Source: an optimization exercise on an open RTL-to-GDS flow (aim: small area, a short achievable clock period and few clock cycles per item). Production flows keep margins and buffers that such runs may drop.
Function was checked by simulation only, so behaviour that the tests miss may differ from the original.
Power figures rest on the tool's default switching activity, not on a simulated workload.

$ cat flow/flow/run.sh
#!/bin/bash
export BUFFER_PORTS_ARGS="-buffer_cell sky130_fd_sc_hd__buf_4"
bash standard.sh MATCH_CELL_FOOTPRINT=0 finish > standard.log 2>&1
$ cat flow/standard.sh
#!/bin/bash
# synth_recipe.tcl (not shown) runs the flow's synth.tcl, then flattens the netlist and writes it again
# the make line also repeats each setting of config.mk as NAME=value (left out here)
make -C /OpenROAD-flow-scripts/flow DESIGN_CONFIG=/design/flow/config.mk WORK_HOME=/design/flow/orfs CLKGATE_MAP_FILE= SYNTH_SCRIPT=/design/flow/synth_recipe.tcl "${@:-finish}"
$ cat flow/config.mk
export PLATFORM = sky130hd
export DESIGN_NAME = strided_index_generator_top
export DESIGN_NICKNAME = strided_index_generator_top
export VERILOG_FILES = /design/flow/design.v
export SDC_FILE = /design/flow/constraint.sdc
export NUM_CORES = 4
export LEC_CHECK = 0
export ABC_CLOCK_PERIOD_IN_PS = 3000
export CAP_MARGIN = 20
export CORE_MARGIN = 2
export CORE_UTILIZATION = 60
export SETUP_SLACK_MARGIN = 5.0
export SLEW_MARGIN = 20
$ cat flow/constraint.sdc
create_clock -name core_clock -period 8.0 [get_ports {clk}]
set_input_delay 1.6000 -clock core_clock [delete_from_list [all_inputs] [get_ports {clk}]]
set_output_delay 1.6000 -clock core_clock [all_outputs]
set_load 0.01 [all_outputs]
$ cat flow/design.v
package sig_pkg;
  localparam int NDIM      = 4;
  localparam int SIZE_W    = 16;
  localparam int STRIDE_W  = 32;
  localparam int LIN_W     = 64;
  localparam int OFF_W     = 50;
  localparam int CFG_IDX_W = 3;
  localparam int CFG_W     = 32;
endpackage
module strided_index_generator_top (
  input  logic                            clk,
  input  logic                            rst_n,
  input  logic                            cfg_we,
  input  logic [sig_pkg::CFG_IDX_W-1:0]   cfg_index,
  input  logic [sig_pkg::CFG_W-1:0]       cfg_wdata,
  input  logic                            in_valid,
  output logic                            in_stall,
  input  logic                            in_restart,
  output logic                            out_valid,
  input  logic                            out_stall,
  output logic [sig_pkg::LIN_W-1:0]       out_linear_index,
  output logic [sig_pkg::OFF_W-1:0]       out_source_offset,
  output logic                            out_last
);
  logic [15:0] size_r   [4];
  logic [31:0] stride_r [4];
  logic [15:0] cur_r [4];
  logic [3:0]  ae_r;
  logic [3:0]  e_r;       
  logic        last_r;    
  logic [63:0] lin_r;
  logic [47:0] b0_r;
  logic [48:0] b1_r;
  logic [49:0] b2_r;
  logic [49:0] b3_r;
  logic [49:0] a_r;
  logic [47:0] y_r;
  logic        ov_r;      
  logic [1:0]  qn_r;      
  logic        full_r;    
  logic        q0_r;      
  logic        q1_r;      
  logic        need_r;    
  logic        busy_r;    
  logic        done_r;    
  logic        init_r;    
  logic        fin_r;     
  logic [1:0]  dim_r;     
  logic [4:0]  bit_r;     
  logic [3:0]  z_r;       
  logic [3:0]  two_r;     
  logic [3:0]  ge_r;      
  logic [3:0]  c1_r;      
  logic [3:0]  c2_r;      
  logic [3:0]  eq_r;      
  logic src_v, restart, gen, start_rb, out_free, push;
  assign out_free = !ov_r || !out_stall;
  assign src_v    = qn_r != 2'd0;
  assign push     = in_valid && !full_r;
  assign restart  = q0_r || last_r;
  assign gen      = src_v && out_free && !busy_r && (!need_r || done_r || restart);
  assign start_rb = src_v && !busy_r && need_r && !done_r && !restart;
  logic [3:0]  cr;        
  logic [3:0]  sel;       
  logic [3:0]  z;         
  logic [3:0]  two;       
  logic [3:0]  ae_inc;    
  logic [3:0]  ae_nx;     
  logic [3:0]  e_nx;      
  logic [3:0]  ks_nx;     
  logic [3:0]  ks_z;      
  logic [15:0] cur_inc [4];
  logic [49:0] sum;
  always_comb begin
    cr[3] = 1'b1;
    for (int d = 2; d >= 0; d--) cr[d] = cr[d+1] && ae_r[d+1];
    for (int d = 0; d < 4; d++) begin
      sel[d]     = cr[d] && !ae_r[d];
      z[d]       = z_r[d];
      two[d]     = two_r[d];
      cur_inc[d] = cur_r[d] + 16'd1;
      ae_inc[d]  = e_r[d] || (need_r && ge_r[d]);
      if (sel[d]) begin
        ae_nx[d] = ae_inc[d];
        e_nx[d]  = ({1'b0, cur_r[d]} + 17'd3) == {1'b0, size_r[d]};
      end else if (cr[d]) begin
        ae_nx[d] = z[d];
        e_nx[d]  = two[d];
      end else begin
        ae_nx[d] = need_r ? ge_r[d] : ae_r[d];
        e_nx[d]  = e_r[d];
      end
    end
    ks_nx[3] = !ae_nx[3];
    ks_nx[2] = !ae_nx[2] && ae_nx[3];
    ks_nx[1] = !ae_nx[1] && ae_nx[3] && ae_nx[2];
    ks_nx[0] = !ae_nx[0] && ae_nx[3] && ae_nx[2] && ae_nx[1];
    ks_z[3]  = !z[3];
    ks_z[2]  = !z[2] && z[3];
    ks_z[1]  = !z[1] && z[3] && z[2];
    ks_z[0]  = !z[0] && z[3] && z[2] && z[1];
  end
  always_comb begin
    logic [49:0] g, p, gg, pp, gn, pn;
    g  = a_r & 50'(y_r);
    p  = a_r ^ 50'(y_r);
    gg = g;
    pp = p;
    for (int l = 1; l < 50; l = l * 2) begin
      gn = gg;
      pn = pp;
      for (int i = l; i < 50; i++) begin
        gn[i] = gg[i] | (pp[i] & gg[i-l]);
        pn[i] = pp[i] & pp[i-l];
      end
      gg = gn;
      pp = pn;
    end
    sum = p ^ {gg[48:0], 1'b0};
  end
  logic [3:0] cbit, sbit;
  logic       cb_r;       
  logic       cb;
  logic [3:0] bsel_nx;    
  logic [1:0] dsel_nx;    
  always_comb begin
    for (int d = 0; d < 4; d++) begin
      cbit[d] = cur_r[d][bit_r[3:0]];
      sbit[d] = size_r[d][bit_r[3:0]];
    end
    cb = cb_r;
    if (start_rb || bit_r[4]) begin
      bsel_nx = 4'd0;
      dsel_nx = start_rb ? 2'd0 : dim_r + 2'd1;
    end else begin
      bsel_nx = (init_r && busy_r) ? 4'd0 : bit_r[3:0] + 4'd1;
      dsel_nx = dim_r;
    end
  end
  always_ff @(posedge clk) cb_r <= cur_r[dsel_nx][bsel_nx];
  logic rb_mul, rb_store, rb_init, rb_fin;
  assign rb_init  = busy_r && init_r;
  assign rb_fin   = busy_r && fin_r;
  assign rb_mul   = busy_r && !init_r && !fin_r && !bit_r[4];
  assign rb_store = busy_r && !init_r && !fin_r && bit_r[4];
  logic [49:0] a_nx;
  logic [47:0] y_nx, y_z;
  always_comb begin
    a_nx = '0;
    y_nx = '0;
    y_z  = '0;
    for (int d = 0; d < 4; d++) begin
      if (ks_nx[d]) y_nx = y_nx | 48'(stride_r[d]);
      if (ks_z[d])  y_z  = y_z  | 48'(stride_r[d]);
    end
    if (|(ks_nx & cr)) a_nx = sum;
    else if (ks_nx[0]) a_nx = 50'(b0_r);
    else if (ks_nx[1]) a_nx = 50'(b1_r);
    else if (ks_nx[2]) a_nx = b2_r;
  end
  always_ff @(posedge clk) begin
    if (!rst_n) begin
      for (int d = 0; d < 4; d++) begin
        size_r[d]   <= 16'd1;
        stride_r[d] <= '0;
      end
      stride_r[3] <= 32'd1;
    end else if (cfg_we) begin
      case (cfg_index)
        3'd0: size_r[0]   <= cfg_wdata[15:0];
        3'd1: size_r[1]   <= cfg_wdata[15:0];
        3'd2: size_r[2]   <= cfg_wdata[15:0];
        3'd3: size_r[3]   <= cfg_wdata[15:0];
        3'd4: stride_r[0] <= cfg_wdata;
        3'd5: stride_r[1] <= cfg_wdata;
        3'd6: stride_r[2] <= cfg_wdata;
        3'd7: stride_r[3] <= cfg_wdata;
        default: ;
      endcase
    end
  end
  always_ff @(posedge clk) begin
    if (!rst_n) begin
      ov_r   <= 1'b0;
      qn_r   <= 2'd0;
      full_r <= 1'b0;
      ae_r   <= 4'hf;
      last_r <= 1'b1;
      need_r <= 1'b0;
      busy_r <= 1'b0;
      done_r <= 1'b0;
    end else begin
      if (gen) ov_r <= 1'b1;
      else if (!out_stall) ov_r <= 1'b0;
      if (push && !gen) begin
        qn_r   <= qn_r + 2'd1;
        full_r <= qn_r == 2'd1;
      end else if (gen && !push) begin
        qn_r   <= qn_r - 2'd1;
        full_r <= 1'b0;
      end
      if (cfg_we && !last_r) need_r <= 1'b1;
      else if (gen) need_r <= 1'b0;
      if (start_rb) busy_r <= 1'b1;
      else if (rb_fin) busy_r <= 1'b0;
      if (gen) done_r <= 1'b0;
      else if (rb_fin) done_r <= 1'b1;
      if (gen) begin
        ae_r   <= restart ? z : ae_nx;
        last_r <= restart ? &z : &ae_nx;
      end
    end
  end
  always_ff @(posedge clk) begin
    if (gen) begin
      q0_r <= (qn_r == 2'd2) ? q1_r : in_restart;
    end else if (qn_r == 2'd0) begin
      q0_r <= in_restart;
    end
    if (qn_r == 2'd1 && !gen) q1_r <= in_restart;
    else if (qn_r == 2'd2 && gen) q1_r <= in_restart;
    if (gen || rb_fin) e_r <= busy_r ? (eq_r & ~c2_r) : (restart ? two : e_nx);
  end
  always_ff @(posedge clk) begin
    if (start_rb) begin
      init_r <= 1'b1;
      fin_r  <= 1'b0;
      dim_r  <= 2'd0;
      bit_r  <= 5'd0;
      ge_r   <= 4'hf;
      c1_r   <= 4'hf;
      c2_r   <= 4'h0;
      eq_r   <= 4'hf;
    end else if (busy_r) begin
      init_r <= 1'b0;
      if (fin_r) ge_r <= ge_r | c1_r;
      if (!init_r && !fin_r) begin
        if (bit_r[4]) begin
          bit_r <= 5'd0;
          dim_r <= dim_r + 2'd1;
          fin_r <= (dim_r == 2'd3);
        end else begin
          bit_r <= bit_r + 5'd1;
        end
        if (dim_r == 2'd0 && !bit_r[4]) begin
          for (int d = 0; d < 4; d++) begin
            if ((cbit[d] ^ c1_r[d]) != sbit[d]) ge_r[d] <= cbit[d] ^ c1_r[d];
            c1_r[d] <= cbit[d] & c1_r[d];
            if (bit_r[3:0] == 4'd0) begin
              if (cbit[d] != sbit[d]) eq_r[d] <= 1'b0;
              c2_r[d] <= 1'b1;
            end else begin
              if ((cbit[d] ^ c2_r[d]) != sbit[d]) eq_r[d] <= 1'b0;
              c2_r[d] <= cbit[d] & c2_r[d];
            end
          end
        end
      end
    end
  end
  logic [3:0]  c_inc, c_hold;
  logic        l_inc, l_hold;
  logic [15:0] cur_d [4];
  logic [63:0] lin_d;
  always_comb begin
    for (int d = 0; d < 4; d++) begin
      c_inc[d]  = gen && !restart && sel[d];
      c_hold[d] = !gen || (!restart && !cr[d]);
      cur_d[d]  = ({16{c_inc[d]}} & cur_inc[d]) | ({16{c_hold[d]}} & cur_r[d]);
    end
    l_inc  = gen && !restart;
    l_hold = !gen;
    lin_d  = ({64{l_inc}} & (lin_r + 64'd1)) | ({64{l_hold}} & lin_r);
  end
  always_ff @(posedge clk) begin
    for (int d = 0; d < 4; d++) cur_r[d] <= cur_d[d];
    lin_r <= lin_d;
  end
  logic [49:0] b_d;
  logic [3:0]  b_en;
  always_comb begin
    b_d = (restart && !busy_r) ? '0 : sum;
    for (int d = 0; d < 4; d++)
      b_en[d] = (gen && (restart || cr[d])) || (rb_store && dim_r == 2'(d));
  end
  always_ff @(posedge clk) begin
    if (b_en[0]) b0_r <= b_d[47:0];
    if (b_en[1]) b1_r <= b_d[48:0];
    if (b_en[2]) b2_r <= b_d;
    if (b_en[3]) b3_r <= b_d;
  end
  logic [5:0]  asel;      
  logic [3:0]  ysel;      
  logic        yshl;      
  logic [49:0] a_d;
  logic [47:0] y_d;
  always_comb begin
    asel = 6'b000000;
    ysel = 4'b0000;
    yshl = 1'b0;
    if (busy_r) begin
      if (rb_init) begin
        ysel = 4'b0001;
      end else if (rb_mul) begin
        asel = {!cb, 4'b0000, cb};
        yshl = bit_r[3:0] != 4'd15;
      end else if (rb_store) begin
        asel = 6'b100000;
        for (int d = 0; d < 3; d++) ysel[d+1] = dim_r == 2'(d);
      end else begin
        asel = {1'b0, sel, 1'b0};
        ysel = sel;
      end
    end else if (gen) begin
      if (restart) begin
        ysel = ks_z;
      end else begin
        asel = {2'b00, ks_nx[2:0] & ~cr[2:0], |(ks_nx & cr)};
        ysel = ks_nx;
      end
    end else begin
      asel = {1'b0, sel, 1'b0};
      ysel = sel;
    end
    a_d = ({50{asel[0]}} & sum) | ({50{asel[1]}} & 50'(b0_r)) |
          ({50{asel[2]}} & 50'(b1_r)) | ({50{asel[3]}} & b2_r) |
          ({50{asel[4]}} & b3_r) | ({50{asel[5]}} & a_r);
    y_d = {y_r[46:0], 1'b0} & {48{yshl}};
    for (int d = 0; d < 4; d++) y_d = y_d | ({48{ysel[d]}} & 48'(stride_r[d]));
  end
  always_ff @(posedge clk) begin
    a_r <= a_d;
    y_r <= y_d;
  end
  always_ff @(posedge clk) begin
    for (int d = 0; d < 4; d++) begin
      z_r[d]   <= size_r[d][15:1] == 15'd0;
      two_r[d] <= size_r[d] == 16'd2;
    end
  end
  assign in_stall          = full_r;
  assign out_valid         = ov_r;
  assign out_linear_index  = lin_r;
  assign out_source_offset = b3_r;
  assign out_last          = last_r;
endmodule
==> run_results.csv, run 1 <==
group,metric,value,unit
outcome,outcome,"complete, no violations",
power_and_ir_drop,p_switching,3.99,mW
power_and_ir_drop,p_seq_share,39.8,%
placed_design,place_congestion,0.958,
critical_path,cp.required,8.31,ns
global_routing,grt_pass1_wl,158,mm
synthesis,synth_edf_count,203,
drt,detail_route.wl_per_cell,24.1,um
critical_path,path_class,"reg -> reg",
global_routing,grt_use_total,36.1,%
synthesis,avgSynthCellArea,8.92,sq um
power_and_ir_drop,sw_frac_of_total,34.5,%
die,initial_core_util,60.3,%
critical_path,cpMostUsedCell,"o21ai_0",
sta,rsz0062_at_grt,"true",
placed_design,dp.cells,4252,
critical_path,reg2reg_to,"b2_r[33]",
drt,wl_met3,10.4,mm
die,rows,85,
synthesis,ys_seq_area_share,47.6,%
drt,route.met2.wl,50.1,mm
critical_path,cp-startpoint,"a_r[16]",
critical_path,reg2reg_from,"a_r[16]",
clock_network,htreeDepth,3,
critical_path,start_kind,"flop",
synthesis,synth-main-ff-cell,"dfxtp_1",
global_routing,antenna_found_initial,3,
placed_design,io_buffers,157,
clock_network,tritoncts,"yes",
drt,viasPerCell,6.59,
sta,finalCritPeriodShare,38.7,%
synthesis,syn_nets,3743,
synthesis,async_reset_ff_share,0,%
drt,via_count,29500,
synthesis,ys_ff_latch,667,
synthesis,syn_inst,3626,
die,coreArea,53600,sq um
drt,drt-total-wl,108,mm
layout,drive_above_1_share,17.4,%
sta,hold_violations,0,
layout,areaGrowthSynthToFinish,19.5,%
layout,n_fill_cell,4057,
drt,routedLengthMet1,42.6,mm
sta,setup_viol,0,
synthesis,yosysWarnings,6,
critical_path,endpoint_kind,"flop",
clock_network,worstSkewPairLatency,0.63,ns
power_and_ir_drop,peakVddDrop,0.000179,V
min_path,hp-class,"reg -> reg",
min_path,min_from,"stride_r[1][0]",
sta,tns,0,ns
synthesis,synthesis.area,32300,sq um
power_and_ir_drop,p_clk_share,31.2,%
synthesis,synth.distinct_cells,80,
clock_network,clk_pin_slew_worst_paths,0.06,ns
critical_path,ff2ff_path_depth,10,
sta,clock_skew,0.0217,ns
clock_network,cts_buffers,72,
clock_network,clock_sinks,667,
critical_path,reg2reg_setup_slack,4.90,ns
drt,post-route-drc-count,0,
power_and_ir_drop,p_int,7.58,mW
global_routing,gr-total-overflow,0,
drt,detail-route-antenna-nets,0,
layout,num-nets-final,3838,
die,ioPinCount,158,
drt,first_iter_violations,3846,
sta,tightest_slew,1.25,ns
clock_network,cts.path.max_buffers,3,
job,maxCapViolations,0,
sta,relSlewSlack,16.6,%
die,die_height,236,um
sta,maxSlewViolCount,0,
power_and_ir_drop,p_comb_share,29.0,%
layout,layout.cells.non_filler,4477,
sta,period_minus_slack,3.10,ns
die,die-area,55800,sq um
drt,dr.pass1.iters,7,
sta,clock.fmax,0.323,GHz
critical_path,worst-path-stages,10,
clock_network,cts-root-buf,"clkbuf_16",
critical_path,critPathSlowestCell,"dfxtp_1",
critical_path,cp_num_buf_inv,0,
critical_path,worst_path_largest_cell_delay,0.45,ns
critical_path,critPathCapture,"b2_r[33]",
die,die_w,236,um
power_and_ir_drop,p_leak,14.1,nW
critical_path,cp.arrival,3.41,ns
power_and_ir_drop,powerDensity,299,nW/um^2
global_routing,grt_max_degree,121,
drt,top_layer_used,"met5",
critical_path,crit_fanout,10,
global_routing,grt_pass1_vias,27400,
critical_path,path_cells,"ha_4 -> a21oi_1 -> o21ai_0 -> a31oi_1 -> o21ai_0 -> nor2_2 -> o21bai_4 -> a211oi_1 -> xor2_1 -> nor2_1",
critical_path,crit_family,"compound AO/OA/AOI/OAI gates",
placed_design,hpwl,65.7,mm
[layout by cell type, fill, tap and decap left out, drive strengths merged, types with 48 or more instances in the layout]
cell and instances:
nand2 772, dfxtp 464, a21oi 315, buf 260
o21ai 250, nor2 244, edfxtp 203, clkbuf 110
xnor2 94, nand3 85, a222oi 82, xor2 76
ha 75, nor3 57, inv 55, and3 48
[registers in the layout (all words and copies together), names as in the netlist, 5 cells and up]
signal    flops
stride_r    128
cur_r        64
lin_r        64
size_r       64
a_r          50
b2_r         50
b3_r         50
b1_r         49
b0_r         48
y_r          48
bit_r         5
[worst min-delay path: cells and delay by family, from the launching register on]
| kind | cells | cell delay, ns |
|---|---|---|
| DFF | 1 | 0.31 |
| and+or+nand+nor | 2 | 0.10 |
[cell families after synthesis]
| group | count (synthesis) | share of synthesized area (%) |
|---|---|---|
| simple gates | 1398 | 19.1 |
| compound gates | 939 | 18.3 |
| flops | 667 | 47.6 |
| buf+inv | 306 | 3.70 |
| xor+xnor | 170 | 4.60 |
| fa+ha+maj | 76 | 2.96 |
| mux | 70 | 3.72 |
[stage by stage]
step / worst slack (ns) / utilization [%] / area, sq um / total power [mW] / hold slack (ns)
3_5_place_dp: 2.97 / 63.3 / 33900 / 7.24 / 0.433
5_1_grt: 4.79 / 72.1 / 38700 / 12.0 / 0.471
2_1_floorplan: 4.87 / - / 32600 / 6.26 / 0.415
6_report: 4.90 / 72.1 / 38700 / 11.6 / 0.449
3_3_place_gp: 3.07 / 63.3 / 33900 / 7.14 / 0.425
4_1_cts: 4.98 / 69.8 / 37400 / 11.1 / 0.431
[per-layer routing]
layer	vias to the layer above	GRT usage (%)
met4	2	14.0
met1	14300	49.5
li1	13300	-
met5	-	0
met3	282	4.42
met2	1570	58.8
[cells in the mapped netlist, drive strengths merged, types with 15 or more instances]
cell type  count  area, sq um
nor2         243          915
a31oi         37          231
ha            75          938
o2111ai       39          342
and2          26          163
nor3          57          285
o21ai        250         1250
o31ai         21          158
dfxtp        464         9290
a21o          27          203
a211oi        20          155
nor4          26          178
xor2          76          666
buf           24          118
a222oi        82          821
edfxtp       203         6100
nand3         85          425
a21oi        315         1580
nor2b         26          163
xnor2         94          823
inv           49          184
or3           15          100
a22oi         41          308
and3          48          304
o211ai        18          135
clkbuf       233          895
mux4          40          901
mux2i         27          270
nand2        770         2890
nand4         40          272
[final cells by class]
class,count,area (sq um),share of cell area (%)
clock buffer,97,2060,5.32
clock inverter,36,534,1.38
antenna,1,2.50,0.00647
sequential,667,15400,39.9
timing repair inverter,2,22.5,0.0583
multi-input combinational,2656,17000,43.9
inverter,49,215,0.557
timing repair buffer,273,2570,6.64
tap,696,871,2.25
[power by group through the flow]
stage          Clock, mW  Sequential, mW  Combinational [mW]
6_report            3.62            4.60                3.35
4_1_cts             3.64            4.57                2.89
5_1_grt             3.78            4.64                3.54
3_5_place_dp           0            4.63                2.62
3_3_place_gp           0            4.60                2.54
2_1_floorplan          0            4.51                1.75
[how the worst min path moves through the flow]
stage | slack, ns | endpoint | depth (start not counted)
floorplan | 0.42 | y_r[0] | 2
global placement | 0.42 | a_r[14] | 1
detailed placement | 0.43 | y_r[0] | 2
CTS | 0.43 | y_r[0] | 2
global route | 0.47 | stride_r[0][13] | 2
finish | 0.45 | y_r[0] | 2
[what timing repair did]
item,4_1_cts,5_1_grt
endpoints found under the setup margin,481,460
pin swaps,24,67
setup buffers,35,31
gates cloned,10,15
hold buffers,0,0
hold endpoints to repair,0,0
resized for setup,108,178
Testbench counts, summed over its fixed seeds: cycles 69,002, items 65,802.
==> run 2: changes to the inputs <==
--- a/flow/design.v
+++ b/flow/design.v
@@ -36,3 +36,3 @@
   logic [49:0] a_r;
-  logic [47:0] y_r;
+  logic [31:0] y_r;
   logic        ov_r;      
@@ -48,3 +48,3 @@
   logic [1:0]  dim_r;     
-  logic [4:0]  bit_r;     
+  logic [5:0]  bit_r;     
   logic [3:0]  z_r;       
@@ -52,5 +52,7 @@
   logic [3:0]  ge_r;      
-  logic [3:0]  c1_r;      
-  logic [3:0]  c2_r;      
-  logic [3:0]  eq_r;      
+  logic        sge_r;     
+  logic        c1_r;      
+  logic        c2_r;      
+  logic        seq_r;     
+  logic        sb_r;      
   logic src_v, restart, gen, start_rb, out_free, push;
@@ -120,3 +122,2 @@
   end
-  logic [3:0] cbit, sbit;
   logic       cb_r;       
@@ -126,8 +127,4 @@
   always_comb begin
-    for (int d = 0; d < 4; d++) begin
-      cbit[d] = cur_r[d][bit_r[3:0]];
-      sbit[d] = size_r[d][bit_r[3:0]];
-    end
     cb = cb_r;
-    if (start_rb || bit_r[4]) begin
+    if (start_rb || rb_store) begin
       bsel_nx = 4'd0;
@@ -139,23 +136,12 @@
   end
-  always_ff @(posedge clk) cb_r <= cur_r[dsel_nx][bsel_nx];
-  logic rb_mul, rb_store, rb_init, rb_fin;
+  always_ff @(posedge clk) begin
+    cb_r <= cur_r[dsel_nx][bsel_nx];
+    sb_r <= size_r[dsel_nx][bsel_nx];
+  end
+  logic rb_mul, rb_rot, rb_store, rb_init, rb_fin;
   assign rb_init  = busy_r && init_r;
   assign rb_fin   = busy_r && fin_r;
-  assign rb_mul   = busy_r && !init_r && !fin_r && !bit_r[4];
-  assign rb_store = busy_r && !init_r && !fin_r && bit_r[4];
-  logic [49:0] a_nx;
-  logic [47:0] y_nx, y_z;
-  always_comb begin
-    a_nx = '0;
-    y_nx = '0;
-    y_z  = '0;
-    for (int d = 0; d < 4; d++) begin
-      if (ks_nx[d]) y_nx = y_nx | 48'(stride_r[d]);
-      if (ks_z[d])  y_z  = y_z  | 48'(stride_r[d]);
-    end
-    if (|(ks_nx & cr)) a_nx = sum;
-    else if (ks_nx[0]) a_nx = 50'(b0_r);
-    else if (ks_nx[1]) a_nx = 50'(b1_r);
-    else if (ks_nx[2]) a_nx = b2_r;
-  end
+  assign rb_mul   = busy_r && !init_r && !fin_r && bit_r < 6'd16;
+  assign rb_rot   = busy_r && !init_r && !fin_r && bit_r >= 6'd16 && bit_r < 6'd50;
+  assign rb_store = busy_r && !init_r && !fin_r && bit_r == 6'd50;
   always_ff @(posedge clk) begin
@@ -221,3 +207,4 @@
     else if (qn_r == 2'd2 && gen) q1_r <= in_restart;
-    if (gen || rb_fin) e_r <= busy_r ? (eq_r & ~c2_r) : (restart ? two : e_nx);
+    if (gen) e_r <= restart ? two : e_nx;
+    else if (rb_store) e_r[dim_r] <= seq_r && !c2_r;
   end
@@ -228,13 +215,8 @@
       dim_r  <= 2'd0;
-      bit_r  <= 5'd0;
-      ge_r   <= 4'hf;
-      c1_r   <= 4'hf;
-      c2_r   <= 4'h0;
-      eq_r   <= 4'hf;
+      bit_r  <= 6'd0;
     end else if (busy_r) begin
       init_r <= 1'b0;
-      if (fin_r) ge_r <= ge_r | c1_r;
       if (!init_r && !fin_r) begin
-        if (bit_r[4]) begin
-          bit_r <= 5'd0;
+        if (rb_store) begin
+          bit_r <= 6'd0;
           dim_r <= dim_r + 2'd1;
@@ -242,16 +224,3 @@
         end else begin
-          bit_r <= bit_r + 5'd1;
-        end
-        if (dim_r == 2'd0 && !bit_r[4]) begin
-          for (int d = 0; d < 4; d++) begin
-            if ((cbit[d] ^ c1_r[d]) != sbit[d]) ge_r[d] <= cbit[d] ^ c1_r[d];
-            c1_r[d] <= cbit[d] & c1_r[d];
-            if (bit_r[3:0] == 4'd0) begin
-              if (cbit[d] != sbit[d]) eq_r[d] <= 1'b0;
-              c2_r[d] <= 1'b1;
-            end else begin
-              if ((cbit[d] ^ c2_r[d]) != sbit[d]) eq_r[d] <= 1'b0;
-              c2_r[d] <= cbit[d] & c2_r[d];
-            end
-          end
+          bit_r <= bit_r + 6'd1;
         end
@@ -259,2 +228,19 @@
     end
+    if (start_rb || rb_store) begin
+      sge_r <= 1'b1;
+      c1_r  <= 1'b1;
+      c2_r  <= 1'b0;
+      seq_r <= 1'b1;
+    end else if (rb_mul) begin
+      if ((cb ^ c1_r) != sb_r) sge_r <= cb ^ c1_r;
+      c1_r <= cb & c1_r;
+      if (bit_r[3:0] == 4'd0) begin
+        if (cb != sb_r) seq_r <= 1'b0;
+        c2_r <= 1'b1;
+      end else begin
+        if ((cb ^ c2_r) != sb_r) seq_r <= 1'b0;
+        c2_r <= cb & c2_r;
+      end
+    end
+    if (rb_store) ge_r[dim_r] <= sge_r || c1_r;
   end
@@ -272,3 +258,3 @@
     l_hold = !gen;
-    lin_d  = ({64{l_inc}} & (lin_r + 64'd1)) | ({64{l_hold}} & lin_r);
+    lin_d  = restart ? '0 : lin_r + 64'd1;
   end
@@ -276,3 +262,3 @@
     for (int d = 0; d < 4; d++) cur_r[d] <= cur_d[d];
-    lin_r <= lin_d;
+    if (gen) lin_r <= lin_d;
   end
@@ -291,11 +277,9 @@
   end
-  logic [5:0]  asel;      
+  logic [6:0]  asel;      
   logic [3:0]  ysel;      
-  logic        yshl;      
   logic [49:0] a_d;
-  logic [47:0] y_d;
+  logic [31:0] y_d;
   always_comb begin
-    asel = 6'b000000;
+    asel = 7'b0000000;
     ysel = 4'b0000;
-    yshl = 1'b0;
     if (busy_r) begin
@@ -304,9 +288,11 @@
       end else if (rb_mul) begin
-        asel = {!cb, 4'b0000, cb};
-        yshl = bit_r[3:0] != 4'd15;
+        asel = {!cb, cb, 5'b00000};
+        for (int d = 0; d < 4; d++) ysel[d] = dim_r == 2'(d);
+      end else if (rb_rot) begin
+        asel = 7'b1000000;
       end else if (rb_store) begin
-        asel = 6'b100000;
+        asel = 7'b0000001;
         for (int d = 0; d < 3; d++) ysel[d+1] = dim_r == 2'(d);
       end else begin
-        asel = {1'b0, sel, 1'b0};
+        asel = {2'b00, sel, 1'b0};
         ysel = sel;
@@ -317,3 +303,3 @@
       end else begin
-        asel = {2'b00, ks_nx[2:0] & ~cr[2:0], |(ks_nx & cr)};
+        asel = {3'b000, ks_nx[2:0] & ~cr[2:0], |(ks_nx & cr)};
         ysel = ks_nx;
@@ -321,3 +307,3 @@
     end else begin
-      asel = {1'b0, sel, 1'b0};
+      asel = {2'b00, sel, 1'b0};
       ysel = sel;
@@ -326,5 +312,6 @@
           ({50{asel[2]}} & 50'(b1_r)) | ({50{asel[3]}} & b2_r) |
-          ({50{asel[4]}} & b3_r) | ({50{asel[5]}} & a_r);
-    y_d = {y_r[46:0], 1'b0} & {48{yshl}};
-    for (int d = 0; d < 4; d++) y_d = y_d | ({48{ysel[d]}} & 48'(stride_r[d]));
+          ({50{asel[4]}} & b3_r) | ({50{asel[5]}} & {sum[0], sum[49:1]}) |
+          ({50{asel[6]}} & {a_r[0], a_r[49:1]});
+    y_d = '0;
+    for (int d = 0; d < 4; d++) y_d = y_d | ({32{ysel[d]}} & stride_r[d]);
   end
--- a/flow/config.mk
+++ b/flow/config.mk
@@ -11,2 +11,4 @@
 export CORE_UTILIZATION = 60
+export CTS_CLUSTER_DIAMETER = 80
+export CTS_CLUSTER_SIZE = 25
 export SETUP_SLACK_MARGIN = 5.0
==> run 2 against run 1 <==
Non-clock buffer count down 3. Synthesized cell count is 2.1% lower. Wire length fell by 7.9%. Via count decreased by 4.1%. Worst hold slack lost 0.0071 ns. Die area shrank 1.0%. Setup slack improved by 0.016 ns. Global-route usage is 2.4 points lower. Core utilization shrank 2.2 points.
==> run_results.csv, run 2 <==
group,metric,value,unit
layout,areaGrowthSynthToFinish,15.0,%
critical_path,reg2reg_to,"cb_r",
critical_path,path_class,"reg -> reg",
drt,dr.pass1.iters,9,
clock_network,cts_buffers,36,
placed_design,place_congestion,0.995,
job,maxCapViolations,0,
die,coreArea,52700,sq um
power_and_ir_drop,peakVddDrop,0.000274,V
clock_network,htreeDepth,2,
synthesis,avgSynthCellArea,9.02,sq um
drt,first_iter_violations,3295,
sta,relSlewSlack,32.3,%
synthesis,synthesis.area,32000,sq um
layout,design_area,36800,sq um
synthesis,yosysWarnings,6,
critical_path,endpoint_kind,"flop",
drt,via_count,28300,
critical_path,start_kind,"flop",
sta,tightest_slew,1.01,ns
die,die_w,235,um
synthesis,synth_commonest_cells,"nand2_1, dfxtp_1, edfxtp_1, nor2_1, a21boi_0",
drt,detail-route-antenna-nets,0,
synthesis,yosysMostFrequentCell,"nand2_1",
layout,regMostFlops,"stride_r",
sta,clock_skew,0.0286,ns
clock_network,tritoncts,"yes",
synthesis,ys_ff_latch,645,
die,initial_core_util,60.8,%
layout,num-nets-final,3720,
clock_network,clk_pin_slew_worst_paths,0.10,ns
critical_path,crit_fanout,12,
synthesis,synth_edf_count,271,
global_routing,antenna_found_initial,0,
layout,layout_common_cells,"nand2_1, dfxtp_1, edfxtp_1, buf_4, nor2_1",
drt,detail_route.wl_per_cell,22.9,um
sta,maxSlewViolCount,0,
synthesis,synth-main-ff-cell,"dfxtp_1",
clock_network,cts-root-buf,"clkbuf_16",
min_path,min_from,"stride_r[0][6]",
die,ioPinCount,158,
die,rows,84,
sta,rsz0062_at_grt,"true",
layout,final_common_cell,"nand2_1",
clock_network,worstSkewPairLatency,0.61,ns
drt,post-route-drc-count,0,
clock_network,cts.path.max_buffers,3,
global_routing,grt_use_total,33.7,%
synthesis,ys_seq_area_share,48.8,%
sta,hold_violations,0,
die,die-area,55200,sq um
synthesis,synth_area_leaders,"edfxtp_1, dfxtp_1, nand2_1",
sta,tns,0,ns
global_routing,gr-total-overflow,0,
synthesis,syn_nets,3647,
critical_path,reg2reg_from,"bit_r[3]",
power_and_ir_drop,power,10.8,mW
sta,finalCritPeriodShare,38.5,%
min_path,hp-class,"reg -> reg",
global_routing,grt_pass1_wl,149,mm
synthesis,async_reset_ff_share,0,%
placed_design,placed_area,33500,sq um
sta,period_minus_slack,3.08,ns
clock_network,clock_sinks,645,
critical_path,ff2ff_path_depth,9,
global_routing,grt_max_degree,114,
synthesis,yosys.area.top_type,"edfxtp_1",
drt,viasPerCell,6.52,
placed_design,dp.cells,4188,
sta,setup_viol,0,
critical_path,reg2reg_setup_slack,4.92,ns
layout,layout.cells.non_filler,4336,
critical_path,cp.required,8.48,ns
layout,largest_register_ffs,128,
placed_design,io_buffers,157,
power_and_ir_drop,powerDensity,294,nW/um^2
power_and_ir_drop,p_leak,12.9,nW
placed_design,hpwl,62.9,mm
min_path,whs_path_depth,2,
die,die_height,235,um
synthesis,syn_inst,3550,
layout,finish.utilization,69.9,%
layout,drive_above_1_share,15.5,%
clock_network,cts_hold_buffers,0,
synthesis,synth_top_area_share,25.4,%
sta,setup_ws,4.92,ns
critical_path,cp.arrival,3.56,ns
synthesis,synth.distinct_cells,90,
sta,clock.fmax,0.325,GHz
drt,drt-total-wl,99.4,mm
min_path,hold_path_end,"y_r[6]",
placed_design,preCtsSetupSlack,3.00,ns
outcome,outcome,"complete, no violations",
sta,whs,0.442,ns
global_routing,grt_pass1_vias,26100,
## run 2: cell count changes in the layout (fill, tap and decap cells not counted), moves of 37 or more
cell and change:
a21oi_1 -164, edfxtp_1 +68, o21ai_0 -43, nand3_1 +37, dfxtp_1 -95, clkbuf_16 -39, mux4_2 -40, a21boi_0 +188
## run 2: worst max path at each step
stage	cells past startpoint	start	slack (ns)	to
2_1_floorplan	11	out_stall	4.94	a_r[10]
3_3_place_gp	10	out_stall	3.10	a_r[20]
3_5_place_dp	10	out_stall	3.00	a_r[18]
4_1_cts	14	y_r[0]	4.96	a_r[18]
5_1_grt	12	a_r[2]	4.87	a_r[17]
6_report	9	bit_r[3]	4.92	cb_r
## run 2: what timing repair did
action	in CTS	in global routing
setup endpoints to repair	430	233
cloned	7	7
buffers inserted	36	35
resized for setup	111	186
pin swaps	26	57
## run 2: per-layer routing
layer  global-route usage, %  wire, um  vias up
met5                       0         0        -
li1                        -         -    12800
met3                    6.18      9620      238
met4                    10.5      2940        0
met2                    54.4     46000     1395
met1                    46.3     40900    13800
## run 2: kinds of logic after synthesis
kind of cell	after synthesis	synth area share, %
adder cells (fa/ha/maj)	56	2.21
flip-flops	645	48.8
buffers and inverters	298	3.87
AO/OA/AOI/OAI	867	18.5
AND/OR/NAND/NOR	1464	20.4
multiplexers	24	0.790
XOR/XNOR	196	5.36
## run 2: power by group
group          internal [mW]  switching [mW]
Combinational           1.40            2.35
Clock                  0.943            1.16
Sequential              4.37           0.599
Total                   6.71            4.12
## run 2: layout make-up
| cell class | count | area (sq um) |
|---|---|---|
| repair buffers | 270 | 2370 |
| inverters | 59 | 249 |
| clock inverters | 14 | 163 |
| flip-flops and latches | 645 | 15700 |
| repair inverters | 2 | 16.3 |
| fillers | 4051 | 15900 |
| multi-input cells | 2609 | 16400 |
| clock buffers | 48 | 1020 |
| well taps | 688 | 861 |
| diodes | 1 | 2.50 |
## run 2: critical path: stages (launching register included)
cell and delay (ns):
dfxtp_4 0.39, and4bb_2 0.35, buf_4 0.14, nand3_1 0.15, o2111ai_1 0.36, buf_4 0.30, nand2_1 0.11, a2111oi_0 0.66
nor4_1 0.18, nor4_4 0.33
Testbench counts of run 2, summed over its fixed seeds: cycles 69,002, items 65,802.
==> run 3: changes to the inputs <==
--- a/flow/design.v
+++ b/flow/design.v
@@ -124,17 +124,6 @@
   logic       cb;
-  logic [3:0] bsel_nx;    
-  logic [1:0] dsel_nx;    
-  always_comb begin
-    cb = cb_r;
-    if (start_rb || rb_store) begin
-      bsel_nx = 4'd0;
-      dsel_nx = start_rb ? 2'd0 : dim_r + 2'd1;
-    end else begin
-      bsel_nx = (init_r && busy_r) ? 4'd0 : bit_r[3:0] + 4'd1;
-      dsel_nx = dim_r;
-    end
-  end
+  always_comb cb = cb_r;
   always_ff @(posedge clk) begin
-    cb_r <= cur_r[dsel_nx][bsel_nx];
-    sb_r <= size_r[dsel_nx][bsel_nx];
+    cb_r <= cur_r[dim_r][bit_r[3:0]];
+    sb_r <= size_r[dim_r][bit_r[3:0]];
   end
@@ -143,25 +132,20 @@
   assign rb_fin   = busy_r && fin_r;
-  assign rb_mul   = busy_r && !init_r && !fin_r && bit_r < 6'd16;
-  assign rb_rot   = busy_r && !init_r && !fin_r && bit_r >= 6'd16 && bit_r < 6'd50;
-  assign rb_store = busy_r && !init_r && !fin_r && bit_r == 6'd50;
+  assign rb_mul   = busy_r && !init_r && !fin_r && bit_r >= 6'd1 && bit_r <= 6'd16;
+  assign rb_rot   = busy_r && !init_r && !fin_r && bit_r >= 6'd17 && bit_r <= 6'd50;
+  assign rb_store = busy_r && !init_r && !fin_r && bit_r == 6'd51;
+  logic [31:0] cfg_d0, cfg_d1;    
+  logic [7:0]  cfg_en;
+  always_comb begin
+    cfg_d0 = rst_n ? cfg_wdata : 32'd0;
+    cfg_d1 = rst_n ? cfg_wdata : 32'd1;
+    for (int i = 0; i < 8; i++) cfg_en[i] = !rst_n || (cfg_we && cfg_index == 3'(i));
+  end
   always_ff @(posedge clk) begin
-    if (!rst_n) begin
-      for (int d = 0; d < 4; d++) begin
-        size_r[d]   <= 16'd1;
-        stride_r[d] <= '0;
-      end
-      stride_r[3] <= 32'd1;
-    end else if (cfg_we) begin
-      case (cfg_index)
-        3'd0: size_r[0]   <= cfg_wdata[15:0];
-        3'd1: size_r[1]   <= cfg_wdata[15:0];
-        3'd2: size_r[2]   <= cfg_wdata[15:0];
-        3'd3: size_r[3]   <= cfg_wdata[15:0];
-        3'd4: stride_r[0] <= cfg_wdata;
-        3'd5: stride_r[1] <= cfg_wdata;
-        3'd6: stride_r[2] <= cfg_wdata;
-        3'd7: stride_r[3] <= cfg_wdata;
-        default: ;
-      endcase
+    for (int d = 0; d < 4; d++) begin
+      if (cfg_en[d]) size_r[d] <= cfg_d1[15:0];
+    end
+    for (int d = 0; d < 3; d++) begin
+      if (cfg_en[4+d]) stride_r[d] <= cfg_d0;
     end
+    if (cfg_en[7]) stride_r[3] <= cfg_d1;
   end
@@ -236,3 +220,3 @@
       c1_r <= cb & c1_r;
-      if (bit_r[3:0] == 4'd0) begin
+      if (bit_r == 6'd1) begin
         if (cb != sb_r) seq_r <= 1'b0;
@@ -294,6 +278,8 @@
         asel = 7'b0000001;
-        for (int d = 0; d < 3; d++) ysel[d+1] = dim_r == 2'(d);
-      end else begin
+      end else if (rb_fin) begin
         asel = {2'b00, sel, 1'b0};
         ysel = sel;
+      end else begin
+        for (int d = 0; d < 3; d++) asel[d+1] = dim_r == 2'(d+1);
+        for (int d = 0; d < 4; d++) ysel[d] = dim_r == 2'(d);
       end
==> run 3 against run 2 <==
Still clean on timing, DRC and antenna. Design area is 2.0% lower. Combinational power up 45%. Cell count decreased by 15%.
==> run_results.csv, run 3 <==
group,metric,value,unit
sta,hold_violations,0,
clock_network,cts.path.max_buffers,3,
global_routing,gr-total-overflow,0,
critical_path,reg2reg_to,"a_r[29]",
drt,routedLengthMet1,37.9,mm
synthesis,yosysMostFrequentCell,"edfxtp_1",
sta,setup_viol,0,
synthesis,synth_top_area_share,45.3,%
clock_network,clock_sinks,645,
critical_path,cpMostUsedCell,"buf_12",
synthesis,avgSynthCellArea,10.9,sq um
synthesis,ys_ff_latch,645,
sta,period_minus_slack,2.99,ns
critical_path,cp-startpoint,"bit_r[1]",
synthesis,synth.distinct_cells,83,
layout,largest_register_ffs,128,
layout,drive_above_1_share,18.8,%
synthesis,synth-main-ff-cell,"edfxtp_1",
die,coreArea,50400,sq um
clock_network,cts-root-buf,"clkbuf_16",
sta,clock_skew,0.0247,ns
layout,regMostFlops,"stride_r",
clock_network,tritoncts,"yes",
drt,viasPerCell,6.66,
synthesis,yosysWarnings,6,
placed_design,io_buffers,157,
critical_path,crit_family,"compound AO/OA/AOI/OAI gates",
die,initial_core_util,60.9,%
power_and_ir_drop,p_switching,5.31,mW
power_and_ir_drop,p_clk_share,16.5,%
synthesis,synth_commonest_cells,"edfxtp_1, nand2_1, nor2_1, dfxtp_1, o21ai_0",
clock_network,cts_hold_buffers,0,
synthesis,synth_area_leaders,"edfxtp_1, dfxtp_1, nand2_1",
critical_path,cp.arrival,3.45,ns
placed_design,place_congestion,0.934,
clock_network,cts_buffers,37,
outcome,outcome,"complete, no violations",
sta,tightest_slew,1.06,ns
clock_network,worstSkewPairLatency,0.60,ns
critical_path,ff2ff_path_depth,13,
drt,top_layer_used,"met5",
power_and_ir_drop,p_comb_share,41.3,%
drt,detail_route.wl_per_cell,25.9,um
die,die-area,53000,sq um
power_and_ir_drop,power,13.2,mW
critical_path,reg2reg_setup_slack,5.01,ns
layout,areaGrowthSynthToFinish,17.5,%
placed_design,hpwl,56.0,mm
layout,final_common_cell,"edfxtp_1",
die,ioPinCount,158,
global_routing,grt_use_total,34.1,%
power_and_ir_drop,p_leak,12.7,nW
global_routing,grt_pass1_wl,138,mm
critical_path,cp_num_buf_inv,4,
clock_network,clk_pin_slew_worst_paths,0.10,ns
synthesis,yosys.area.top_type,"edfxtp_1",
critical_path,worst_path_largest_cell_delay,0.43,ns
clock_network,htreeDepth,2,
power_and_ir_drop,p_int,7.85,mW
min_path,hp-class,"reg -> reg",
sta,clock.fmax,0.334,GHz
layout,n_fill_cell,3560,
synthesis,synthesis.area,30700,sq um
synthesis,syn_nets,2919,
drt,dr.pass1.iters,7,
critical_path,start_kind,"flop",
critical_path,critPathSlowestCell,"or3_4",
sta,tns,0,ns
layout,layout_common_cells,"edfxtp_1, nand2_1, buf_4, nor2_1, dfxtp_1",
synthesis,ys_seq_area_share,57.2,%
critical_path,crit_fanout,7,
die,die_w,230,um
critical_path,reg2reg_from,"bit_r[1]",
job,maxCapViolations,0,
power_and_ir_drop,p_seq_share,42.2,%
critical_path,endpoint_kind,"flop",
power_and_ir_drop,powerDensity,365,nW/um^2
drt,detail-route-antenna-nets,0,
sta,finalCritPeriodShare,37.4,%
drt,drt-total-wl,95.1,mm
layout,n_antenna_cell,0,
global_routing,grt_max_degree,70,
critical_path,cp.required,8.46,ns
synthesis,async_reset_ff_share,0,%
sta,maxSlewViolCount,0,
drt,via_count,24500,
sta,relSlewSlack,29.6,%
synthesis,syn_inst,2820,
drt,route.met2.wl,43.7,mm
synthesis,synth_edf_count,463,
sta,rsz0062_at_grt,"true",
power_and_ir_drop,peakVddDrop,0.000191,V
critical_path,path_cells,"buf_12 -> clkinvlp_4 -> ha_4 -> or4b_4 -> buf_6 -> o22ai_4 -> or3_4 -> a22o_4 -> buf_12 -> o2bb2ai_2 -> a221o_1 -> a221oi_2 -> o221ai_1",
global_routing,grt_pass1_vias,22700,
drt,post-route-drc-count,0,
die,die_height,230,um
die,rows,82,
drt,first_iter_violations,3242,
layout,num-nets-final,3076,
critical_path,path_class,"reg -> reg",
global_routing,antenna_found_initial,1,
drt,wl_met3,9.73,mm
critical_path,critPathCapture,"a_r[29]",
critical_path,worst-path-stages,13,
power_and_ir_drop,sw_frac_of_total,40.3,%
-- run 3: cell count changes after synthesis, sizes merged, moves of 26 or more --
cell	before	now
a21boi	189	4
o21ai	196	160
and2	14	60
nand2	792	373
nand3	124	98
edfxtp	271	463
clkbuf	182	122
dfxtp	374	182
-- run 3: worst min-delay path by stage --
stage	start	end	cells after the start
2_1_floorplan	stride_r[2][0]	y_r[0]	2
3_3_place_gp	stride_r[2][4]	y_r[4]	2
3_5_place_dp	stride_r[2][30]	y_r[30]	2
4_1_cts	stride_r[2][30]	y_r[30]	2
5_1_grt	stride_r[2][18]	y_r[18]	2
6_report	stride_r[2][21]	y_r[21]	2
-- run 3: layer usage --
layer,global-route usage (%),vias up
li1,-,10900
met1,48.4,12000
met2,53.7,1394
met3,5.34,213
met4,11.6,2
met5,0,-
-- run 3: kinds of logic (layout without fill, tap and decap cells) --
family	Yosys count	in the layout	synth area share (%)
buffers and inverters	223	397	3.04
adder cells (fa/ha/maj)	58	58	2.39
AO/OA/AOI/OAI	629	632	14.3
AND/OR/NAND/NOR	1030	1039	15.8
XOR/XNOR	200	200	5.71
multiplexers	35	35	1.62
flip-flops	645	645	57.2
-- run 3: through the flow --
step	hold slack [ns]	area, sq um	util, %	worst slack [ns]	std cells
floorplan	0.408	31000	-	4.61	2820
global placement	0.411	32500	64.5	3.67	3506
detailed placement	0.418	32500	64.5	3.56	3506
CTS	0.441	34900	69.2	4.97	3621
global route	0.457	36100	71.6	4.91	3678
finish	0.437	36100	71.6	5.01	3678
-- run 3: power groups by stage --
stage	Clock, mW	Combinational [mW]	Sequential, mW
after CTS	2.18	4.84	5.47
after global placement	0	4.07	5.51
after global routing	2.29	5.75	5.64
after detailed placement	0	4.15	5.53
final	2.17	5.43	5.55
after floorplan	0	2.75	5.31
-- run 3: layout make-up --
class	count	area [sq um]	area share (%)
inverter	52	231	0.642
timing repair inverter	2	22.5	0.0624
timing repair buffer	275	2510	6.96
multi-input combinational	1964	13600	37.8
sequential	645	17600	48.7
clock inverter	14	186	0.517
clock buffer	54	1050	2.92
tap	672	841	2.33
-- run 3: repair_timing --
item	CTS	global route
resized for setup	134	134
cloned	18	10
pin swaps	25	89
setup buffers	29	47
setup endpoints to repair	457	301
-- run 3: tightest hold or removal path, cell delays in order (launching register included) --
cell and delay [ns]:
edfxtp_1 0.33, nand2_1 0.05, nand2_1 0.05
Testbench counts of run 3, summed over its fixed seeds: cycles 69,002, items 65,802.
==> run 4: changes to the inputs <==
==> flow/flow/run.sh (replaced) <==
#!/bin/bash
export BUFFER_PORTS_ARGS="-buffer_cell sky130_fd_sc_hd__buf_2"
bash standard.sh MATCH_CELL_FOOTPRINT=0 finish > standard.log 2>&1
==> run 4 against run 3 <==
Still clean. Sequential share of layout area up 1.1 points. Register-to-register slack worse by 0.06 ns. Power is 3.3% lower. Critical path depth is 2 lower. First-iteration DRC count is 5.1% higher. Design area shrank 2.3%. Largest cell class unchanged.
==> run_results.csv, run 4 <==
group,metric,value,unit
outcome,outcome,"complete, no violations",
synthesis,avgSynthCellArea,10.9,sq um
layout,layout.cells.non_filler,3653,
die,die-area,53000,sq um
layout,regArea,17600,sq um
sta,tightest_slew,1.07,ns
global_routing,grt_pass1_vias,22600,
die,rows,82,
layout,largest_register_ffs,128,
synthesis,yosysWarnings,6,
synthesis,synth_commonest_cells,"edfxtp_1, nand2_1, nor2_1, dfxtp_1, o21ai_0",
layout,final_common_cell,"edfxtp_1",
power_and_ir_drop,peakVddDrop,0.000200,V
die,die_height,230,um
synthesis,syn_nets,2919,
critical_path,cp.arrival,3.43,ns
layout,regMostFlops,"stride_r",
layout,areaGrowthSynthToFinish,14.9,%
die,ioPinCount,158,
layout,design_area,35300,sq um
placed_design,io_buffers,157,
clock_network,cts.path.max_buffers,3,
power_and_ir_drop,p_leak,12.4,nW
global_routing,grt_use_total,33.4,%
synthesis,ys_ff_latch,645,
drt,post-route-drc-count,0,
drt,via_count,24500,
die,coreArea,50400,sq um
sta,hold_violations,0,
layout,multiInputGateArea,13500,sq um
synthesis,synthesis.area,30700,sq um
placed_design,placed_area,32100,sq um
clock_network,worstSkewPairLatency,0.60,ns
power_and_ir_drop,powerDensity,361,nW/um^2
synthesis,ys_seq_area_share,57.2,%
layout,layout_common_cells,"edfxtp_1, nand2_1, nor2_1, dfxtp_1, buf_2",
placed_design,place_congestion,0.966,
critical_path,endpoint_kind,"flop",
placed_design,dp.cells,3507,
critical_path,start_kind,"flop",
min_path,hp-class,"reg -> reg",
layout,num-nets-final,3055,
clock_network,cts_buffers,35,
clock_network,cts-root-buf,"clkbuf_16",
synthesis,syn_inst,2820,
sta,rsz0062_at_grt,"true",
sta,setup_viol,0,
synthesis,synth.distinct_cells,83,
critical_path,crit_fanout,4,
critical_path,path_class,"reg -> reg",
clock_network,clock_sinks,645,
global_routing,grt_pass1_wl,136,mm
global_routing,grt_max_degree,70,
sta,clock.fmax,0.328,GHz
layout,n_fill_cell,3712,
synthesis,synth_area_leaders,"edfxtp_1, dfxtp_1, nand2_1",
layout,drive_above_1_share,17.8,%
synthesis,synth-main-ff-cell,"edfxtp_1",
synthesis,yosys.area.top_type,"edfxtp_1",
layout,finish.utilization,70.0,%
synthesis,synth_top_area_share,45.3,%
drt,dr.pass1.iters,9,
placed_design,hpwl,56.4,mm
global_routing,gr-total-overflow,0,
sta,period_minus_slack,3.05,ns
sta,maxSlewViolCount,0,
clock_network,htreeDepth,2,
sta,finalCritPeriodShare,38.2,%
drt,viasPerCell,6.70,
critical_path,cp.required,8.38,ns
die,die_w,230,um
drt,first_iter_violations,3407,
clock_network,tritoncts,"yes",
die,initial_core_util,60.9,%
global_routing,antenna_found_initial,0,
layout,n_antenna_cell,0,
sta,tns,0,ns
job,maxCapViolations,0,
drt,detail-route-antenna-nets,0,
synthesis,yosysMostFrequentCell,"edfxtp_1",
synthesis,async_reset_ff_share,0,%
drt,drt-total-wl,93.8,mm
clock_network,clk_pin_slew_worst_paths,0.10,ns
drt,detail_route.wl_per_cell,25.7,um
sta,clock_skew,0.0268,ns
sta,relSlewSlack,28.6,%
synthesis,synth_edf_count,463,
[run 4: cell counts after synthesis]
Identical to the previous run, type by type.
[run 4: layout make-up]
cell class / instances / area share, %
flip-flops and latches: 645 / 49.9
multi-input cells: 1963 / 38.3
repair buffers: 258 / 5.52
clock buffers: 53 / 2.94
well taps: 672 / 2.38
inverters: 52 / 0.656
clock inverters: 9 / 0.323
repair inverters: 1 / 0.0319
[run 4: timing repair]
item                                    4_1_cts  5_1_grt
cloned                                       13        9
endpoints found under the setup margin      469      341
pin swaps                                    21       73
hold buffers                                  0        0
resized for setup                           122      117
setup buffers                                27       35
[run 4: worst paths after layout]
path	startpoint	endpoint	slack, ns	cells past startpoint
worst max-delay path	y_r[0]	b2_r[30]	4.95	11
worst min-delay path	stride_r[2][26]	y_r[26]	0.44	2
worst max register to register	y_r[0]	b2_r[30]	4.95	11
worst min register to register	stride_r[2][26]	y_r[26]	0.44	2
[run 4: logic make-up after synthesis]
logic type,Yosys count,share of synthesized area [%]
AOI/OAI and AO/OA,629,14.3
xor gates and xnor gates,200,5.71
adders and majority gates,58,2.39
buffers and inverters,223,3.04
DFF,645,57.2
muxes,35,1.62
and+or+nand+nor,1030,15.8
[run 4: power breakdown]
part / total, mW / leakage (nW) / internal (mW) / switching, mW
sequential: 5.53 / 6.03 / 4.77 / 0.752
combinational: 5.13 / 5.81 / 1.89 / 3.24
clock: 2.06 / 0.557 / 0.942 / 1.12
[run 4: critical path, cell delays in order (launching register included)]
cell,delay [ns]
dfxtp_4,0.40
ha_1,0.18
inv_1,0.06
fa_2,0.36
nand2b_4,0.17
a21oi_4,0.19
a21oi_4,0.11
a21oi_1,0.33
o22ai_2,0.21
nor4b_1,0.46
nor2b_2,0.11
a21oi_1,0.28
[run 4: stage by stage]
step,hold slack (ns),power [mW],setup WS (ns)
floorplan,0.408,8.07,4.61
detailed placement,0.423,9.53,3.28
finish,0.439,12.7,4.95
CTS,0.434,12.1,4.93
global placement,0.410,9.41,3.38
global route,0.460,13.3,4.88
[run 4: routing by layer]
metal  vias to the layer above  GRT usage, %  routed length (um)  part of all wire [%]
met4                         0          10.4                2930                   3.1
met1                     12100          48.3               37900                    40
met2                      1376          52.5               43800                    47
li1                      10900             -                   -                     -
met5                         -             0                   0                     0
met3                       175          4.61                9230                   9.8
==> run 5: changes to the inputs <==
--- a/flow/design.v
+++ b/flow/design.v
@@ -248,14 +248,19 @@
   end
-  logic [49:0] b_d;
-  logic [3:0]  b_en;
+  logic [3:0]  b_ld, b_hold;
+  logic [49:0] b_nx [4];
   always_comb begin
-    b_d = (restart && !busy_r) ? '0 : sum;
-    for (int d = 0; d < 4; d++)
-      b_en[d] = (gen && (restart || cr[d])) || (rb_store && dim_r == 2'(d));
+    for (int d = 0; d < 4; d++) begin
+      b_ld[d]   = (gen && !restart && cr[d]) || (rb_store && dim_r == 2'(d));
+      b_hold[d] = !(gen && (restart || cr[d])) && !(rb_store && dim_r == 2'(d));
+    end
+    b_nx[0] = 50'(({48{b_ld[0]}} & sum[47:0]) | ({48{b_hold[0]}} & b0_r));
+    b_nx[1] = 50'(({49{b_ld[1]}} & sum[48:0]) | ({49{b_hold[1]}} & b1_r));
+    b_nx[2] = ({50{b_ld[2]}} & sum) | ({50{b_hold[2]}} & b2_r);
+    b_nx[3] = ({50{b_ld[3]}} & sum) | ({50{b_hold[3]}} & b3_r);
   end
   always_ff @(posedge clk) begin
-    if (b_en[0]) b0_r <= b_d[47:0];
-    if (b_en[1]) b1_r <= b_d[48:0];
-    if (b_en[2]) b2_r <= b_d;
-    if (b_en[3]) b3_r <= b_d;
+    b0_r <= b_nx[0][47:0];
+    b1_r <= b_nx[1][48:0];
+    b2_r <= b_nx[2];
+    b3_r <= b_nx[3];
   end
==> run 5 against run 4 <==
Still clean. Non-clock buffer count increased by 1. Synthesized area rose by 0.11%. Clock skew up 0.013 ns. Clock power rose by 5%. Sequential share of layout area shrank 5.2 points. Maximum frequency is 1.7% higher. Wire length is 0.65% lower. Synthesized cell count is 6.8% higher. Sequential power down 13%. Largest power group unchanged.
==> run_results.csv, run 5 <==
group,metric,value,unit
critical_path,reg2reg_from,"a_r[3]",
layout,num-nets-final,3208,
global_routing,gr-total-overflow,0,
critical_path,cp.required,8.47,ns
synthesis,synth_edf_count,266,
critical_path,path_class,"in -> reg",
synthesis,syn_inst,3011,
synthesis,ys_seq_area_share,50.7,%
die,ioPinCount,158,
critical_path,crit_family,"buffers and inverters",
clock_network,clock_sinks,645,
sta,maxSlewViolCount,0,
clock_network,worstSkewPairLatency,0.61,ns
placed_design,dp.cells,3681,
synthesis,syn_nets,3110,
placed_design,io_buffers,157,
synthesis,synth_area_leaders,"edfxtp_1, dfxtp_1, a22o_1",
clock_network,cts_buffers,37,
clock_network,cts-root-buf,"clkbuf_16",
drt,dr.pass1.iters,9,
drt,detail_route.wl_per_cell,24.5,um
layout,layout_common_cells,"dfxtp_1, nand2_1, edfxtp_1, o21ai_0, nor2_1",
drt,drt-total-wl,93.2,mm
critical_path,cp_num_buf_inv,6,
synthesis,synth_commonest_cells,"dfxtp_1, nand2_1, edfxtp_1, o21ai_0, nor2_1",
min_path,whs_path_depth,2,
global_routing,grt_max_degree,77,
critical_path,start_kind,"input port",
critical_path,crit_fanout,32,
drt,viasPerCell,6.74,
sta,period_minus_slack,3.00,ns
min_path,min_from,"b2_r[49]",
die,die_height,230,um
sta,hold_violations,0,
placed_design,hpwl,59.5,mm
critical_path,reg2reg_to,"a_r[29]",
layout,regArea,15600,sq um
power_and_ir_drop,powerDensity,329,nW/um^2
job,maxCapViolations,0,
layout,largest_register_ffs,128,
sta,relSlewSlack,43.1,%
synthesis,yosys.area.top_type,"edfxtp_1",
placed_design,place_congestion,0.956,
global_routing,antenna_found_initial,3,
sta,setup_viol,0,
min_path,hp-class,"reg -> reg",
global_routing,grt_pass1_vias,24100,
placed_design,preCtsSetupSlack,2.92,ns
critical_path,endpoint_kind,"flop",
synthesis,yosysMostFrequentCell,"dfxtp_1",
critical_path,worst_path_largest_cell_delay,0.30,ns
layout,final_common_cell,"dfxtp_1",
critical_path,critPathSlowestCell,"a221o_1",
sta,clock.fmax,0.333,GHz
power_and_ir_drop,p_comb_share,39.5,%
outcome,outcome,"complete, no violations",
die,coreArea,50400,sq um
power_and_ir_drop,sw_frac_of_total,40.8,%
clock_network,tritoncts,"yes",
critical_path,ff2ff_path_depth,9,
sta,rsz0062_at_grt,"true",
die,rows,82,
critical_path,cp.arrival,3.47,ns
synthesis,ys_ff_latch,645,
sta,clock_skew,0.0395,ns
global_routing,grt_pass1_wl,141,mm
critical_path,path_cells,"buf_8 -> nand2_8 -> o211ai_4 -> buf_12 -> clkinv_16 -> clkbuf_4 -> buf_4 -> nand2_1 -> nand4_1 -> buf_6 -> o2bb2ai_1 -> a221o_1",
critical_path,reg2reg_setup_slack,5.02,ns
sta,finalCritPeriodShare,37.5,%
synthesis,synth-main-ff-cell,"dfxtp_1",
layout,drive_above_1_share,16.8,%
power_and_ir_drop,p_switching,4.69,mW
synthesis,synth_top_area_share,26.0,%
sta,setup_ws,5.00,ns
sta,whs,0.460,ns
die,initial_core_util,61.0,%
power_and_ir_drop,p_clk_share,18.8,%
sta,tightest_slew,0.847,ns
drt,post-route-drc-count,0,
sta,tns,0,ns
power_and_ir_drop,peakVddDrop,0.000203,V
clock_network,clk_pin_slew_worst_paths,0.09,ns
synthesis,synth.distinct_cells,91,
critical_path,worst-path-stages,12,
min_path,hold_path_end,"b2_r[49]",
power_and_ir_drop,p_int,6.80,mW
global_routing,grt_use_total,33.8,%
clock_network,cts.path.max_buffers,3,
layout,finish.utilization,69.3,%
power_and_ir_drop,p_leak,12.8,nW
drt,via_count,25700,
drt,first_iter_violations,3613,
drt,detail-route-antenna-nets,0,
die,die_w,230,um
layout,areaGrowthSynthToFinish,13.6,%
synthesis,synthesis.area,30700,sq um
synthesis,avgSynthCellArea,10.2,sq um
layout,multiInputGateArea,14800,sq um
synthesis,yosysWarnings,7,
layout,n_fill_cell,3784,
layout,layout.cells.non_filler,3807,
synthesis,async_reset_ff_share,0,%
clock_network,cts_hold_buffers,0,
layout,regMostFlops,"stride_r",
power_and_ir_drop,p_seq_share,41.7,%
die,die-area,53000,sq um
clock_network,htreeDepth,2,
==> run 5: worst max path at each step <==
stage / start / end / slack, ns
after global placement: out_stall / cur_r[1][8] / 3.09
after CTS: out_stall / e_r[2] / 4.98
after floorplan: cfg_index[2] / size_r[1][0] / 4.61
final: out_stall / y_r[1] / 5.00
after detailed placement: out_stall / cur_r[1][12] / 2.92
after global routing: a_r[15] / a_r[36] / 4.92
==> run 5: cell families after synthesis <==
family / Yosys count / synth area share [%]
simple gates: 895 / 14.3
compound gates: 870 / 21.1
flops: 645 / 50.7
mux: 36 / 1.89
xor+xnor: 199 / 5.67
buf+inv: 308 / 4.03
fa+ha+maj: 58 / 2.39
==> run 5: power groups by stage <==
stage	Combinational (mW)	Clock, mW	Sequential, mW
2_1_floorplan	2.59	0	4.65
3_3_place_gp	3.72	0	4.78
3_5_place_dp	3.78	0	4.80
4_1_cts	4.14	2.18	4.75
5_1_grt	4.81	2.30	4.85
6_report	4.54	2.16	4.79
==> run 5: worst min-delay path: cells and delay by family (launching register included) <==
kind | cells | cell delay [ns]
flip-flops | 1 | 0.32
AND/OR/NAND/NOR | 1 | 0.05
AO/OA/AOI/OAI | 1 | 0.05
==> run 5: area by class of cell <==
type,count,area share (%)
Tap cell,672,2.41
Antenna cell,1,0.00717
Clock buffer,49,2.99
Multi-Input combinational cell,2059,42.4
Timing Repair Buffer,259,5.67
Clock inverter,15,0.555
Sequential cell,645,44.7
Inverter,106,1.28
Timing Repair inverter,1,0.0251
==> run 5: through the flow <==
step | area (sq um) | power (mW)
final | 34900 | 11.5
after global routing | 34900 | 12.0
after global placement | 32100 | 8.50
after detailed placement | 32100 | 8.58
after CTS | 34200 | 11.1
after floorplan | 30900 | 7.24
==> run 5: routing by layer <==
metal / up-vias / track usage, % / share of wire (%)
met3: 245 / 6.11 / 9.5
li1: 11500 / - / -
met2: 1438 / 52.9 / 45
met1: 12500 / 46.7 / 41
met4: 4 / 13.4 / 4.4
met5: - / 0 / 0.029
==> run 5: repair_timing <==
action	4_1_cts	5_1_grt
setup buffers	19	24
pin swaps	14	22
gates cloned	11	7
hold endpoints to repair	0	0
endpoints found under the setup margin	367	242
gates resized for setup	117	84
Testbench counts of run 5, summed over its fixed seeds: cycles 69,002, items 65,802.
==> run 6: changes to the inputs <==
--- a/flow/config.mk
+++ b/flow/config.mk
@@ -10,3 +10,3 @@
 export CORE_MARGIN = 2
-export CORE_UTILIZATION = 60
+export CORE_UTILIZATION = 70
 export CTS_CLUSTER_DIAMETER = 80
==> run 6 against run 5 <==
Still clean. Count of clock-buffer cells in the layout is 4 lower. First-iteration DRC count is 13% higher. Sequential share of layout area is 0.62 points higher. Sequential power hardly changed. Largest cell class unchanged. Largest power group unchanged.
==> run_results.csv, run 6 <==
group,metric,value,unit
outcome,outcome,"complete, no violations",
global_routing,grt_use_total,39.7,%
global_routing,grt_max_degree,72,
layout,regArea,15600,sq um
critical_path,path_class,"in -> reg",
sta,clock_skew,0.0324,ns
layout,final_common_cell,"dfxtp_1",
synthesis,synth_commonest_cells,"dfxtp_1, nand2_1, edfxtp_1, o21ai_0, nor2_1",
clock_network,tritoncts,"yes",
critical_path,cp.arrival,3.56,ns
layout,layout.cells.non_filler,3706,
drt,first_iter_violations,4087,
die,die_w,214,um
synthesis,syn_nets,3110,
critical_path,reg2reg_to,"a_r[40]",
synthesis,syn_inst,3011,
min_path,hp-class,"reg -> reg",
placed_design,place_congestion,0.977,
drt,dr.pass1.iters,11,
power_and_ir_drop,p_leak,12.6,nW
critical_path,start_kind,"input port",
sta,finalCritPeriodShare,38.7,%
synthesis,synth_edf_count,266,
critical_path,reg2reg_setup_slack,4.95,ns
die,die-area,45600,sq um
layout,layout_common_cells,"dfxtp_1, nand2_1, edfxtp_1, o21ai_0, nor2_1",
drt,detail_route.wl_per_cell,25.4,um
layout,areaGrowthSynthToFinish,12.1,%
die,die_height,214,um
synthesis,avgSynthCellArea,10.2,sq um
synthesis,yosysWarnings,7,
global_routing,grt_pass1_wl,140,mm
global_routing,antenna_found_initial,5,
drt,post-route-drc-count,0,
drt,drt-total-wl,94.2,mm
synthesis,synth_area_leaders,"edfxtp_1, dfxtp_1, a22o_1",
die,ioPinCount,158,
critical_path,endpoint_kind,"flop",
clock_network,worstSkewPairLatency,0.60,ns
sta,hold_violations,0,
layout,design_area,34400,sq um
power_and_ir_drop,powerDensity,327,nW/um^2
sta,period_minus_slack,3.09,ns
synthesis,synth.distinct_cells,91,
layout,n_fill_cell,2752,
sta,setup_ws,4.91,ns
job,maxCapViolations,0,
synthesis,ys_seq_area_share,50.7,%
layout,regMostFlops,"stride_r",
synthesis,async_reset_ff_share,0,%
placed_design,preCtsSetupSlack,3.77,ns
synthesis,synth_top_area_share,26.0,%
clock_network,clock_sinks,645,
synthesis,synth-main-ff-cell,"dfxtp_1",
clock_network,cts_hold_buffers,0,
clock_network,cts-root-buf,"clkbuf_16",
layout,multiInputGateArea,14900,sq um
clock_network,clk_pin_slew_worst_paths,0.10,ns
drt,viasPerCell,7.14,
placed_design,placed_area,31900,sq um
critical_path,reg2reg_from,"a_r[15]",
sta,rsz0062_at_grt,"true",
sta,setup_viol,0,
placed_design,io_buffers,157,
layout,drive_above_1_share,16.8,%
die,coreArea,43200,sq um
synthesis,yosysMostFrequentCell,"dfxtp_1",
clock_network,htreeDepth,2,
drt,via_count,26500,
global_routing,gr-total-overflow,0,
critical_path,critPathCapture,"a_r[13]",
==> run 6: cell count changes in the layout (fill, tap and decap cells not counted), sizes merged <==
cell,delta
and2,+2
clkbuf,-14
clkinvlp,-1
diode,-1
inv,-2
o22ai,+1
or3,+1
==> run 6: final cells by class <==
cell class | count | area share, %
Sequential cell | 645 | 45.3
Multi-Input combinational cell | 2063 | 43.2
Timing Repair Buffer | 249 | 5.05
Clock buffer | 45 | 2.65
Tap cell | 585 | 2.13
Inverter | 106 | 1.24
Clock inverter | 13 | 0.450
==> run 6: stage by stage <==
step,hold slack [ns],total power [mW]
floorplan,0.420,7.24
global placement,0.433,8.42
detailed placement,0.445,8.55
CTS,0.462,10.8
global route,0.487,11.6
finish,0.466,11.3
==> run 6: cell families (layout without fill, tap and decap cells) <==
logic type / Yosys count / in the layout / synth area share, %
simple gates: 895 / 899 / 14.3
compound gates: 870 / 871 / 21.1
flops: 645 / 645 / 50.7
buf+inv: 308 / 413 / 4.03
xor+xnor: 199 / 199 / 5.67
fa+ha+maj: 58 / 58 / 2.39
mux: 36 / 36 / 1.89
==> run 6: what timing repair did <==
item | CTS | global route
resized for setup | 111 | 100
setup buffers | 20 | 22
cloned | 9 | 5
pin swaps | 16 | 45
endpoints found under the setup margin | 302 | 184
==> run 6: how the worst min path moves through the flow <==
stage | slack [ns] | cells past startpoint | end
after detailed placement | 0.45 | 2 | b1_r[48]
after global placement | 0.43 | 2 | b2_r[34]
after CTS | 0.46 | 2 | b2_r[49]
after global routing | 0.49 | 1 | y_r[27]
final | 0.47 | 1 | y_r[24]
after floorplan | 0.42 | 2 | b1_r[48]
==> run 6: layer usage <==
metal	track usage, %	vias to the layer above	routed length [um]
met2	61.8	1905	42600
met1	54.9	12700	35600
met4	16.9	10	4510
met5	0	-	54
met3	7.18	325	11400
li1	-	11500	-
==> run 6: worst max-delay path: stages <==
cell and delay [ns]:
buf_8 0.10, nand2_8 0.08, o211ai_4 0.12, buf_6 0.16
buf_12 0.13, nand3_4 0.08, o211ai_4 0.19, buf_6 0.19
buf_8 0.14, a222oi_1 0.30, nand2_1 0.14, a221o_1 0.32
==> run 6: report_power, final <==
group          internal (mW)  total (mW)  switching (mW)  leakage [nW]
Clock                  0.853        1.98            1.13         0.520
Sequential              4.16        4.80           0.638          5.67
Combinational           1.59        4.49            2.89          6.37
Total                   6.60        11.3            4.66          12.6
